From an optimization exercise on the open Yosys and OpenROAD flow, aimed at small area, a short achievable clock period and few clock cycles; shortcuts taken in it are not production practice. Where RTL was checked, it was by simulation tests only, not by an equivalence proof against the original. Power is estimated from default activity; no workload was simulated.

== job 101 ==
Design requant_argmax_pipe, start of the top module:
module requant_argmax_pipe #(
  parameter int ACC_W       = 25,
  parameter int OUT_W       = 8,
  parameter int MULT_W      = 16,
  parameter int SHIFT_W     = 5,
  parameter int NUM_CLASSES = 10,
  parameter int IDX_W       = $clog2(NUM_CLASSES)
) (
  input  logic                     clk,
  input  logic                     rst_n,
  input  logic                     cfg_load,
  input  logic signed [ACC_W-1:0]  cfg_bias,
  input  logic        [MULT_W-1:0] cfg_mult,
  input  logic       [SHIFT_W-1:0] cfg_shift,
  input  logic                     cfg_round,
  input  logic signed [OUT_W-1:0]  cfg_offset,
  input  logic signed [OUT_W-1:0]  cfg_min,
  input  logic signed [OUT_W-1:0]  cfg_max,
  output logic                     busy,
  input  logic                     in_valid,
  output logic                     in_ready,
  input  logic signed [ACC_W-1:0]  in_data,
  input  logic                     in_last,
  output logic                     out_valid,
  input  logic                     out_ready,
  output logic signed [OUT_W-1:0]  out_data,
  output logic                     out_last,
  output logic                     argmax_valid,
  output logic        [IDX_W-1:0]  argmax_idx,
  output logic signed [OUT_W-1:0]  argmax_val
);
Size in the first run: ~370 flip-flops, ~130 I/O pins.
export LEC_CHECK = 0
export ABC_AREA = 1
export CAP_MARGIN = 20
export CORE_MARGIN = 2
export CORE_UTILIZATION = 40
export CTS_BUF_LIST = sky130_fd_sc_hd__clkbuf_16
export CTS_CLUSTER_DIAMETER = 100
export CTS_CLUSTER_SIZE = 30
export SLEW_MARGIN = 20
create_clock -name core_clock -period 12.0 [get_ports {clk}]
standard.sh (not shown) runs the stock make flow with config.mk's settings and CLKGATE_MAP_FILE= SYNTH_SCRIPT=/design/flow/synth_recipe.tcl, a recipe that flattens the netlist after the stock synthesis.
==> flow/flow/run.sh <==
#!/bin/bash
# The standard ORFS layout (standard.sh), with two changes to how it is
# made: repair_timing aims for 8.5 ns of setup slack at the design's clock
# period, and the port buffers are buf_1.
set -euo pipefail
bash standard.sh SETUP_SLACK_MARGIN=8.5 "BUFFER_PORTS_ARGS=-buffer_cell sky130_fd_sc_hd__buf_1" finish > standard_flow.log 2>&1
Job 101 completed end to end with timing, DRC and antenna clean.
Testbench counts of job 101, summed over its fixed seeds: cycles 9,640.
Input changes introduced in job 102 (baseline for comparison: job 101):
Settings: clearing CTS_BUF_LIST, which used to be sky130_fd_sc_hd__clkbuf_16.
==> flow/flow/run.sh <==
#!/bin/bash
# The standard ORFS layout (standard.sh), with two changes to how it is
# made: repair_timing aims for 8.5 ns of setup slack at the design's clock
# period, and the port buffers are buf_2.
set -euo pipefail
bash standard.sh SETUP_SLACK_MARGIN=8.5 "BUFFER_PORTS_ARGS=-buffer_cell sky130_fd_sc_hd__buf_2" finish > standard_flow.log 2>&1
Notes after the runs:
As far as multi-input gate share of the layout cell area is concerned, job 102 and job 101 perform about the same.
Final cell count without fillers: job 101 vs job 102 — no meaningful difference
Taking job 101 as the reference, in job 102 total power draw went down by 0.72%; period utilization was more or less identical; clock-buffer cell count went up by 5.
What job 103 does differently from job 102 at the input level:
Settings: CTS_BUF_LIST newly set to sky130_fd_sc_hd__clkbuf_16; TNS_END_PERCENT newly set to 5.
Notes after the runs:
- Job 103: done, clean on timing, DRC and antenna
- Re clock share of power: job 103 is 0.2 points up on job 102.
- Looking at routing usage on met1 across job 103 and job 102, the one that comes out lower is job 103.
- The lower detail-routed net length per standard cell of job 103 and job 102 is in job 103.
- [compare] base=job 102 new=job 103: shortest clock period the worst path allows after layout went up by 0.067 ns, via count went down by about 1.3%.
- Taking job 102 as the reference, in job 103 number of setup buffers added after CTS lost 24; setup slack after layout lost 0.067 ns; final number of hold-violating endpoints neither gained nor lost much; pre-CTS worst setup slack picked up an extra 0.071 ns; combinational group share of total power neither gained nor lost much.
Modified inputs, job 104 compared to job 103
Settings: TNS_END_PERCENT no longer set, was 5; CTS_BUF_LIST no longer set, was sky130_fd_sc_hd__clkbuf_16; CTS_CLUSTER_SIZE now 28, was 30; CTS_CLUSTER_DIAMETER now 90, was 100.
--- outcome ---
From job 103 to job 104 the numbers moved as follows: arrival time reported for the critical path endpoint went down by 2.90 ns; routed wire length on met2 went up by 1.4 mm; via count of the first global-routing pass went up by about 0.9%. Cmp job 103 and job 104 / post-route worst setup slack / lower: job 103. Transition time of the tightest slew-check pin down 0.014 ns in job 104 wrt job 103. Higher via density per instance goes to job 104 over job 103. In the final reports, the cell area of job 104 is larger than that of job 103. In the tables for job 103 and job 104, post-route clock period utilization reads higher with job 103. Of job 103 and job 104, job 103 shows the lower clock skew, with job 104 above it. Number of antenna violations at the first check in global routing ends up lower on job 104.
The inputs of job 105 differ from those of job 104 as listed below.
Settings: swapping 90 for 80 in CTS_CLUSTER_DIAMETER; swapping 28 for 25 in CTS_CLUSTER_SIZE.
==> flow/flow/run.sh <==
#!/bin/bash
# The standard ORFS layout (standard.sh), with two changes to how it is
# made: repair_timing aims for 8.6 ns of setup slack at the design's clock
# period, and the port buffers are buf_2.
set -euo pipefail
bash standard.sh SETUP_SLACK_MARGIN=8.6 "BUFFER_PORTS_ARGS=-buffer_cell sky130_fd_sc_hd__buf_2" finish > standard_flow.log 2>&1
Notes after the runs:
Total power of job 105 is higher than that of job 104. Part of the total power dissipated in combinational logic: job 104 vs job 105 — no meaningful difference. | post-CTS setup buffer count | lower: job 104 |.

Another version of the RTL of requant_argmax_pipe (not shown whole).
Size: roughly 2900 cells after synthesis, ~130 I/O pins, about 0.027 mm2 of cells after synthesis.
Design requant_argmax_pipe, start of the top module:
module requant_argmax_pipe #(
  parameter int ACC_W       = 25,
  parameter int OUT_W       = 8,
  parameter int MULT_W      = 16,
  parameter int SHIFT_W     = 5,
  parameter int NUM_CLASSES = 10,
  parameter int IDX_W       = $clog2(NUM_CLASSES)
) (
  input  logic                     clk,
  input  logic                     rst_n,
  input  logic                     cfg_load,
  input  logic signed [ACC_W-1:0]  cfg_bias,
  input  logic        [MULT_W-1:0] cfg_mult,
  input  logic       [SHIFT_W-1:0] cfg_shift,
  input  logic                     cfg_round,
  input  logic signed [OUT_W-1:0]  cfg_offset,
  input  logic signed [OUT_W-1:0]  cfg_min,
  input  logic signed [OUT_W-1:0]  cfg_max,
  output logic                     busy,
  input  logic                     in_valid,
  output logic                     in_ready,
  input  logic signed [ACC_W-1:0]  in_data,
  input  logic                     in_last,
  output logic                     out_valid,
  input  logic                     out_ready,
  output logic signed [OUT_W-1:0]  out_data,
  output logic                     out_last,
  output logic                     argmax_valid,
  output logic        [IDX_W-1:0]  argmax_idx,
  output logic signed [OUT_W-1:0]  argmax_val
);
Settings: LEC_CHECK=0, CAP_MARGIN=20, CORE_MARGIN=2, CORE_UTILIZATION=40, CTS_CLUSTER_DIAMETER=80, CTS_CLUSTER_SIZE=25, SLEW_MARGIN=20; clock period 12.0 ns.
==> flow/flow/run.sh <==
#!/bin/bash
# The standard ORFS layout (standard.sh), with two changes to how it is
# made: repair_timing aims for 8.5 ns of setup slack at the design's clock
# period, and the port buffers are buf_2.
set -euo pipefail
bash standard.sh SETUP_SLACK_MARGIN=8.5 "BUFFER_PORTS_ARGS=-buffer_cell sky130_fd_sc_hd__buf_2" finish > standard_flow.log 2>&1
The first run passed the timing, DRC and antenna checks.
Testbench counts at the start, summed over its fixed seeds: cycles 9,640.
Then changed:
CORE_UTILIZATION = 55   (was 40)
CTS_BUF_LIST = sky130_fd_sc_hd__clkbuf_4 sky130_fd_sc_hd__clkbuf_8   (was not set)
CTS_CLUSTER_DIAMETER = not set   (was 80)
CTS_CLUSTER_SIZE = not set   (was 25)
Effect: Global-route usage rises by 9.4 points; power climbs by 7.3%; critical path depth does not change; routed wire length goes up by 2.9%; cell area grows by 1.9%.

## xenon
requant_argmax_pipe, a different RTL version from the one above (not shown whole).
For scale: roughly 2800 cells after synthesis, roughly 360 flip-flops, about 26000 um2 of cells after synthesis.
// requant_argmax_pipe
module requant_argmax_pipe #(
  parameter int ACC_W       = 25,
  parameter int OUT_W       = 8,
  parameter int MULT_W      = 16,
  parameter int SHIFT_W     = 5,
  parameter int NUM_CLASSES = 10,
  parameter int IDX_W       = $clog2(NUM_CLASSES)
) (
  input  logic                     clk,
  input  logic                     rst_n,
  input  logic                     cfg_load,
  input  logic signed [ACC_W-1:0]  cfg_bias,
  input  logic        [MULT_W-1:0] cfg_mult,
  input  logic       [SHIFT_W-1:0] cfg_shift,
  input  logic                     cfg_round,
  input  logic signed [OUT_W-1:0]  cfg_offset,
  input  logic signed [OUT_W-1:0]  cfg_min,
  input  logic signed [OUT_W-1:0]  cfg_max,
  output logic                     busy,
  input  logic                     in_valid,
  output logic                     in_ready,
  input  logic signed [ACC_W-1:0]  in_data,
  input  logic                     in_last,
  output logic                     out_valid,
  input  logic                     out_ready,
  output logic signed [OUT_W-1:0]  out_data,
  output logic                     out_last,
  output logic                     argmax_valid,
  output logic        [IDX_W-1:0]  argmax_idx,
  ...
clock: 12.0 ns
lec_check: 0
cap_margin: 20
core_margin: 2
core_utilization: 40
cts_cluster_diameter: 80
cts_cluster_size: 25
slew_margin: 20
==> flow/flow/run.sh <==
#!/bin/bash
# The standard ORFS layout (standard.sh), with two changes to how it is
# made: repair_timing aims for 8.2 ns of setup slack at the design's clock
# period, and the port buffers are buf_2.
set -euo pipefail
bash standard.sh SETUP_SLACK_MARGIN=8.2 "BUFFER_PORTS_ARGS=-buffer_cell sky130_fd_sc_hd__buf_2" finish > standard_flow.log 2>&1
xenon completed every stage of the flow, and the final layout passed the timing, DRC and antenna checks.
Testbench counts of xenon, summed over its fixed seeds: cycles 9,640.
--- input diff xenon..nickel ---
==> flow/flow/run.sh <==
#!/bin/bash
# The standard ORFS layout (standard.sh), with two changes to how it is
# made: repair_timing aims for 8.5 ns of setup slack at the design's clock
# period, and the port buffers are buf_2.
set -euo pipefail
bash standard.sh SETUP_SLACK_MARGIN=8.5 "BUFFER_PORTS_ARGS=-buffer_cell sky130_fd_sc_hd__buf_2" finish > standard_flow.log 2>&1
Findings:
- As far as multi-input gate count is concerned, xenon and nickel perform about the same.
- Looking only at fraction of power consumed by the clock network, and setting everything else aside, the higher value of nickel and xenon goes to xenon.
- Comparing post-route fraction of the period consumed by the critical path for nickel and xenon, the smaller number came from nickel.
- Going from xenon to nickel, global-route usage over all layers went down by 0.35 points, non-clock buffer count went up by 17%.
## Diff of input files: amber against nickel
- ABC_AREA: unset -> 1
==> flow/flow/run.sh <==
#!/bin/bash
# The standard ORFS layout (standard.sh), with two changes to how it is
# made: repair_timing aims for 8.35 ns of setup slack at the design's clock
# period, and the port buffers are buf_2.
set -euo pipefail
bash standard.sh SETUP_SLACK_MARGIN=8.35 "BUFFER_PORTS_ARGS=-buffer_cell sky130_fd_sc_hd__buf_2" finish > standard_flow.log 2>&1
Notes after the runs:
In amber relative to nickel, number of non-clock buffers in the layout had gone down by more than 10%.
Changes observed in amber relative to nickel: post-synthesis share of cell area spent on and, or, nand and nor gates saw an increase; wire length +about 1.2%; average via count per standard cell went down by 0.31.
In amber relative to nickel, number of distinct library cell variants in the gate-level netlist after synthesis had gone down by more than a quarter.
Changes observed in amber relative to nickel: area after synthesis -1.3%; clock power rose about 20%; total power draw saw an increase; die area went down.

RTL: one of the versions met above, not the one the previous note started from.
For scale: about 3,300 cells after synthesis, about 370 flip-flops, about 27,000 um2 of cells after synthesis.
// requant_argmax_pipe
module requant_argmax_pipe #(
  parameter int ACC_W       = 25,
  parameter int OUT_W       = 8,
  parameter int MULT_W      = 16,
  parameter int SHIFT_W     = 5,
  parameter int NUM_CLASSES = 10,
  parameter int IDX_W       = $clog2(NUM_CLASSES)
) (
  input  logic                     clk,
  input  logic                     rst_n,
  input  logic                     cfg_load,
  input  logic signed [ACC_W-1:0]  cfg_bias,
  input  logic        [MULT_W-1:0] cfg_mult,
  input  logic       [SHIFT_W-1:0] cfg_shift,
  input  logic                     cfg_round,
  input  logic signed [OUT_W-1:0]  cfg_offset,
  input  logic signed [OUT_W-1:0]  cfg_min,
  input  logic signed [OUT_W-1:0]  cfg_max,
  output logic                     busy,
  input  logic                     in_valid,
  output logic                     in_ready,
  input  logic signed [ACC_W-1:0]  in_data,
  input  logic                     in_last,
  output logic                     out_valid,
  input  logic                     out_ready,
  output logic signed [OUT_W-1:0]  out_data,
  output logic                     out_last,
  output logic                     argmax_valid,
  output logic        [IDX_W-1:0]  argmax_idx,
  ...
clock: 12.0 ns
lec_check: 0
abc_area: 1
cap_margin: 20
core_margin: 2
core_utilization: 40
cts_cluster_diameter: 80
cts_cluster_size: 25
slew_margin: 20
==> flow/flow/run.sh <==
#!/bin/bash
# The standard ORFS layout (standard.sh), with two changes to how it is
# made: repair_timing aims for 8.5 ns of setup slack at the design's clock
# period, and the port buffers are buf_2.
set -euo pipefail
bash standard.sh SETUP_SLACK_MARGIN=8.5 "BUFFER_PORTS_ARGS=-buffer_cell sky130_fd_sc_hd__buf_2" finish > standard_flow.log 2>&1
Testbench counts at the start, summed over its fixed seeds: cycles 9,640.
Then changed:
==> flow/flow/run.sh (replaced) <==
#!/bin/bash
# The standard ORFS layout (standard.sh), with two changes to how it is
# made: repair_timing aims for 8.35 ns of setup slack at the design's clock
# period, and the port buffers are buf_2.
set -euo pipefail
bash standard.sh SETUP_SLACK_MARGIN=8.35 "BUFFER_PORTS_ARGS=-buffer_cell sky130_fd_sc_hd__buf_2" finish > standard_flow.log 2>&1
After rerunning: Global-route usage is lower by 0.52 points; routed wire length is lower by a few percent; design area is lower by a few percent; worst hold slack stays flat; non-clock buffer count is lower by 55; setup slack is worse by 0.13 ns; first-iteration DRC count is lower by about a fifth; area after synthesis stays the same; clock-buffer cell count is lower by 1; total power is lower by a few percent; fmax is lower by a few percent.
Then changed:
==> flow/flow/run.sh (replaced) <==
#!/bin/bash
# The standard ORFS layout (standard.sh), with two changes to how it is
# made: repair_timing aims for 8.5 ns of setup slack at the design's clock
# period, and the port buffers are buf_2.
set -euo pipefail
bash standard.sh SETUP_SLACK_MARGIN=8.5 "BUFFER_PORTS_ARGS=-buffer_cell sky130_fd_sc_hd__buf_2" finish > standard_flow.log 2>&1
--- a/flow/config.mk
+++ b/flow/config.mk
@@ -10,5 +10,6 @@
 export CORE_MARGIN = 2
 export CORE_UTILIZATION = 40
-export CTS_CLUSTER_DIAMETER = 80
-export CTS_CLUSTER_SIZE = 25
+export CTS_BUF_LIST = sky130_fd_sc_hd__clkbuf_16
+export CTS_CLUSTER_DIAMETER = 100
+export CTS_CLUSTER_SIZE = 30
 export SLEW_MARGIN = 20
Outcome: Sequential power is about the same; synthesized area stays the same; final cell count goes up by 0.88%; global-route usage rose by 0.42 points.

== the baseline ==
Another version of the RTL of requant_argmax_pipe (not shown whole).
Size in the first run: roughly 2800 cells after synthesis, roughly 130 I/O pins, ~26000 um^2 of cells after synthesis.
Settings: LEC_CHECK=0, CAP_MARGIN=20, CORE_MARGIN=2, CORE_UTILIZATION=40, SLEW_MARGIN=20; clock period 12.0 ns.
==> flow/flow/run.sh <==
#!/bin/bash
# Standard ORFS layout (the standard.sh), with repair_timing aiming for
# 8 ns of setup slack at the design's clock period.
set -euo pipefail
bash standard.sh SETUP_SLACK_MARGIN=8 finish > standard_flow.log 2>&1
## Diff of input files: the candidate against the baseline
- SETUP_SLACK_MARGIN now 5, previously not set
==> flow/run.sh (new file) <==
#!/bin/bash
# synth_recipe.tcl (not shown) runs the flow's synth.tcl, then flattens the netlist and writes it again
# the make line also repeats each setting of config.mk as NAME=value (left out here)
make -C /OpenROAD-flow-scripts/flow DESIGN_CONFIG=/design/flow/config.mk WORK_HOME=/design/flow/orfs CLKGATE_MAP_FILE= SYNTH_SCRIPT=/design/flow/synth_recipe.tcl finish
removed: flow/flow/run.sh
removed: flow/standard.sh
Results
- The candidate vs. the baseline: compound-gate portion of the synthesized area was more or less identical; post-place instance area shows no meaningful change; first-iteration DRC count dropped 15%; synthesized cell count held steady; worst hold slack decreased 0.014 ns.
- Compared with the baseline, in the candidate overall routed net length moved down; utilization moved down; number of CTS-inserted buffers moved up; least setup slack across all paths after layout moved down.
Function was not checked in any run of this note: the RTL went through the layout flow alone.

-- static timing again, ports no longer ideal --
No port has a modelled driver above. Below, the same layouts with a new extraction and two added sets of constraints. Step 1, drivers: a clkbuf_16 drives clk and a buf_2 each remaining input, both assumed. Step 2 adds t to the input delays and takes it off the output delays; t is the mean of the earliest and latest rising clock arrival at the registers after step 1. Input paths then give back, and output paths get back, about the clock's delay inside the block. Slacks: ideal ports / drivers / drivers and shift; pairs: ideal ports / drivers.
run	t (ns)	setup slack, ns	worst setup path at the end
job 101	0.617	8.523 / 8.459 / 8.086	input to register
job 102	0.610	8.535 / 8.475 / 8.047	input to register
job 103	0.626	8.468 / 8.432 / 8.038	input to register
job 104	0.617	8.517 / 8.458 / 8.027	input to register
job 105	0.645	8.509 / 8.448 / 8.105	input to register
the first run of note 2	0.639	8.390 / 8.324 / 7.843	input to register
the second run of note 2	0.714	8.322 / 8.266 / 7.806	input to register
xenon	0.605	8.208 / 8.208 / 7.758	input to register
nickel	0.605	8.377 / 8.355 / 7.938	input to register
amber	0.647	8.376 / 8.323 / 7.812	input to register
the first run of note 4	0.637	8.506 / 8.446 / 8.011	input to register
the second run of note 4	0.627	8.379 / 8.325 / 7.891	input to register
the third run of note 4	0.609	8.539 / 8.479 / 8.032	input to register
the baseline	0.632	7.596 / 7.596 / 7.596	register to register
the candidate	0.629	6.962 / 6.962 / 6.962	register to register
After both steps setup and hold are still met in every run listed. The setup slack of amber, which loses most, moves by -0.053 ns with the drivers and by -0.564 ns with both steps.
